This design comes from an exercise in tuning for small area, a short achievable clock period and few clock cycles per item on the open sky130 flow, not from production work. In this exercise RTL edits were held to simulation tests only and were not proved equivalent to the original.

Setup of amber:
## stepper_ramp_period_generator
module stepper_ramp_period_generator (
	input  wire logic        clk,
	input  wire logic        arst_n,
	input  wire logic        s_tvalid,
	output logic             s_tready,
	input  wire logic [31:0] s_tdata,    
	input  wire logic        s_tuser,    
	output logic             m_tvalid,
	input  wire logic        m_tready,
	output logic      [23:0] m_tdata,    
	output logic             m_tlast,    
	input  wire logic        cfg_we,
	input  wire logic [1:0]  cfg_index,
	input  wire logic [55:0] cfg_data
);
	logic [15:0] base_q, target_q;
	logic [55:0] accel_m_q;
	logic [31:0] accel_dist_q;
	logic [31:0] steps_done_q, steps_left_q, period_q;
	logic [2:0]  phase_q;         
	logic        up_q;            
	logic        eng_ok;          
	logic        up_nx, restart, out_begin_q;
	logic        out_valid_q;
	logic [2:0]  out_phase_q;
	logic        accept, is_ramp, is_next, left_nz;
	logic [31:0] lo_bound, hi_bound, np, r_val, p_nx;
	logic        below, above;
	logic        eng_ready, eng_ready_dp, r_fix;
	logic [31:0] r_fast, r_fixed;
	logic [31:0] done_nx, left_nx, dist_nx;
	logic [15:0] base_nx, target_nx;
	logic [2:0]  phase_nx;
	assign lo_bound = {target_q, 16'b0};
	assign hi_bound = {base_q, 16'b0};
	assign is_ramp  = phase_q == PH_UP || phase_q == PH_DOWN;
	assign eng_ready = eng_ready_dp && eng_ok;
	assign left_nz  = steps_left_q != '0;
	assign s_tready = (!is_ramp || eng_ready) && (!out_valid_q || m_tready);
	assign accept   = s_tvalid && s_tready;
	assign is_next  = s_tuser;
	assign r_val = r_fix ? r_fixed : r_fast;
	assign below = r_val < lo_bound;
	assign above = r_val > hi_bound;
	always_comb begin
		if (phase_q == PH_CRUISE) begin
			np = lo_bound;
		end else if (is_ramp) begin
			np = below ? lo_bound : above ? hi_bound : r_val;
		end else begin
			np = hi_bound;
		end
	end
	always_comb begin
  ...
Settings: LEC_CHECK=0, ABC_AREA=1, CAP_MARGIN=20, CORE_MARGIN=2, CORE_UTILIZATION=40, SETUP_SLACK_MARGIN=4.5, SLEW_MARGIN=20, TNS_END_PERCENT=0; clock period 12.0 ns.
run.sh (not shown) runs the stock make flow with config.mk's settings and CLKGATE_MAP_FILE= SYNTH_SCRIPT=/design/flow/synth_recipe.tcl, a recipe that flattens the netlist after the stock synthesis.
Testbench counts of amber, summed over its fixed seeds: cycles 84,735, items 21,940.
Here is what was changed in the inputs of pepper compared with amber.
--- a/flow/design.v
+++ b/flow/design.v
@@ -26,16 +26,18 @@
 `default_nettype wire
 `default_nettype none
 import srpg_pkg::*;
 module srpg_datapath (
 	input  wire logic        clk,
 	input  wire logic        arst_n,
 	input  wire logic        restart,    
 	input  wire logic        commit,     
+	input  wire logic        guess_bound,  
+	input  wire logic [31:0] guess_val,
 	input  wire logic [31:0] p_nx,       
 	input  wire logic        ramp_up,    
 	input  wire logic [31:0] period,
 	input  wire logic [55:0] accel_m,
 	output logic             ready,
 	output logic [31:0]      r_fast,     
 	output logic             r_fix,      
 	output logic [31:0]      r_fixed     
@@ -125,29 +127,32 @@
 			if (st[ES_Q2]) x_nx = x ^ {64{ramp_up}};
 		end
 	end
 	assign mhi_nx = (st[ES_A1] || st[ES_A3]) ? st[ES_A3] : mhi;
 	logic [31:0] early_a, early_b;
 	logic        s_lo, s_q, s_hi, s_f0, s_early;
 	assign s_lo    = st_nx[ES_A0] || st_nx[ES_FA];
 	assign s_q     = st_nx[ES_Q0] && !st[ES_QL];
-	assign s_hi    = st_nx[ES_F] || (!go && st_nx[ES_RDY] && (st[ES_R0] || st[ES_R1]));
+	assign s_hi    = st_nx[ES_F] || (!go && st_nx[ES_RDY] && (st[ES_R0] || st[ES_R1]) && !guess_bound);
 	assign s_f0    = st_nx[ES_R0] && st[ES_F];
 	assign s_early = !(s_lo || s_q || s_hi || s_f0);
 	always_comb begin
 		early_a = '0;
 		early_b = '0;
 		if (go) begin
 			if (st_nx[ES_P2]) begin
 				early_a = p_nx;
 				early_b = p_nx;
 			end else begin
 				early_b = m0;      
 			end
+		end else if (st_nx[ES_RDY] && (st[ES_R0] || st[ES_R1])) begin
+			early_a = guess_val;
+			early_b = guess_val;
 		end else begin
 			case (1'b1)
 				st[ES_RDY]: begin early_a = op_a; early_b = op_b; end
 				st[ES_P2]:  early_b = m0;
 				st[ES_A0]:  begin early_a = acc[63:32]; early_b = m0; end
 				st[ES_A1]:  begin
 					if (m1nz) begin early_a = x[31:0]; early_b = m1; end
 					else early_b = '0;    
@@ -5678,16 +5683,17 @@
 	logic [15:0] base_q, target_q;
 	logic [55:0] accel_m_q;
 	logic [31:0] accel_dist_q;
 	logic [31:0] steps_done_q, steps_left_q, period_q;
 	logic [2:0]  phase_q;         
 	logic        up_q;            
 	logic        eng_ok;          
 	logic        up_nx, restart, out_begin_q;
+	logic        gb_q, gh_q;      
 	logic        out_valid_q;
 	logic [2:0]  out_phase_q;
 	logic        accept, is_ramp, is_next, left_nz;
 	logic [31:0] lo_bound, hi_bound, np, r_val, p_nx;
 	logic        below, above;
 	logic        eng_ready, eng_ready_dp, r_fix;
 	logic [31:0] r_fast, r_fixed;
 	logic [31:0] done_nx, left_nx, dist_nx;
@@ -5752,16 +5758,18 @@
 	assign p_nx    = accept ? (is_next ? np : hi_bound) : period_q;
 	assign up_nx   = !(phase_nx == PH_CRUISE || phase_nx == PH_DOWN);
 	assign restart = cfg_we || (accept && (!eng_ok || p_nx != period_q || up_nx != up_q));
 	srpg_datapath u_dp (
 		.clk     (clk),
 		.arst_n  (arst_n),
 		.restart (restart),
 		.commit  (accept),
+		.guess_bound (gb_q),
+		.guess_val (gh_q ? hi_bound : lo_bound),
 		.p_nx    (p_nx),
 		.ramp_up (up_q),
 		.period  (period_q),
 		.accel_m (accel_m_q),
 		.ready   (eng_ready_dp),
 		.r_fast  (r_fast),
 		.r_fix   (r_fix),
 		.r_fixed (r_fixed)
@@ -5783,27 +5791,32 @@
 	end
 	always_ff @(posedge clk or negedge arst_n) begin
 		if (!arst_n) begin
 			steps_done_q <= '0;
 			steps_left_q <= '0;
 			phase_q      <= PH_START;
 			up_q         <= 1'b0;
 			eng_ok       <= 1'b0;
+			gb_q         <= 1'b0;
+			gh_q         <= 1'b0;
 			out_valid_q  <= 1'b0;
 		end else begin
 			if (accept) begin
 				out_valid_q <= 1'b1;
 			end else if (m_tready) begin
 				out_valid_q <= 1'b0;
 			end
 			if (accept || cfg_we) begin
 				phase_q <= phase_nx;
 				up_q    <= up_nx;
 				eng_ok  <= 1'b1;
+				gb_q    <= (phase_nx == PH_UP && p_nx == {target_nx, 16'b0})
+				        || (phase_nx == PH_DOWN && p_nx == {base_nx, 16'b0});
+				gh_q    <= phase_nx == PH_DOWN;
 			end
 			if (accept) begin
 				steps_done_q <= done_nx;
 				steps_left_q <= left_nx;
 			end
 		end
 	end
 	always_ff @(posedge clk) begin
--- outcome ---
Reported for amber and pepper, accumulated negative setup slack turned out identical to the last digit.
pepper vs. amber: worst-path maximum fanout now sits lower, final wirelength now sits higher.
[compare] base=amber new=pepper: iteration-0 DRC count of the detailed router moved down; design area went up by 2100 um^2; final cycle utilization of the critical path moved up.
Run comparison: amber critical path capture point u_dp.op_a[18]; pepper critical path capture point u_dp.op_a[8]
Testbench counts of pepper, summed over its fixed seeds: cycles 84,664, items 21,940.

==> static timing again, ports no longer ideal <==
The results above use ideal ports. As a check the final layouts listed here were re-extracted and re-timed, cells and wires unchanged.
Step 1 (the two cells are an assumption about what drives the block):
set clk [get_ports {clk}]
set_driving_cell -lib_cell sky130_fd_sc_hd__clkbuf_16 $clk
set_driving_cell -lib_cell sky130_fd_sc_hd__buf_2 [delete_from_list [all_inputs] $clk]
Step 2 moves the port delays by t, midway between the first and last clock arrival at a register: inputs arrive t later, outputs are due t later. That takes back most of the time a late clock gives input paths.
a / b / c = ideal ports / drivers / drivers and shift; a / b = the first two.
run | t (ns) | slack for setup (ns) | hold WS [ns] | latest minus earliest clock arrival (ns) | worst register clock-pin slew, ns
amber | 0.740 | 4.521 / 4.521 / 3.939 | 0.489 / 0.489 / 0.489 | 0.084 / 0.084 | 0.07 / 0.07
pepper | 0.790 | 4.423 / 4.423 / 3.684 | 0.475 / 0.475 / 0.475 | 0.048 / 0.048 | 0.07 / 0.07
After both steps every run listed still meets setup and hold. For pepper, which loses most, drivers alone change the setup slack by 0.000 ns; drivers and shift together by -0.739 ns.
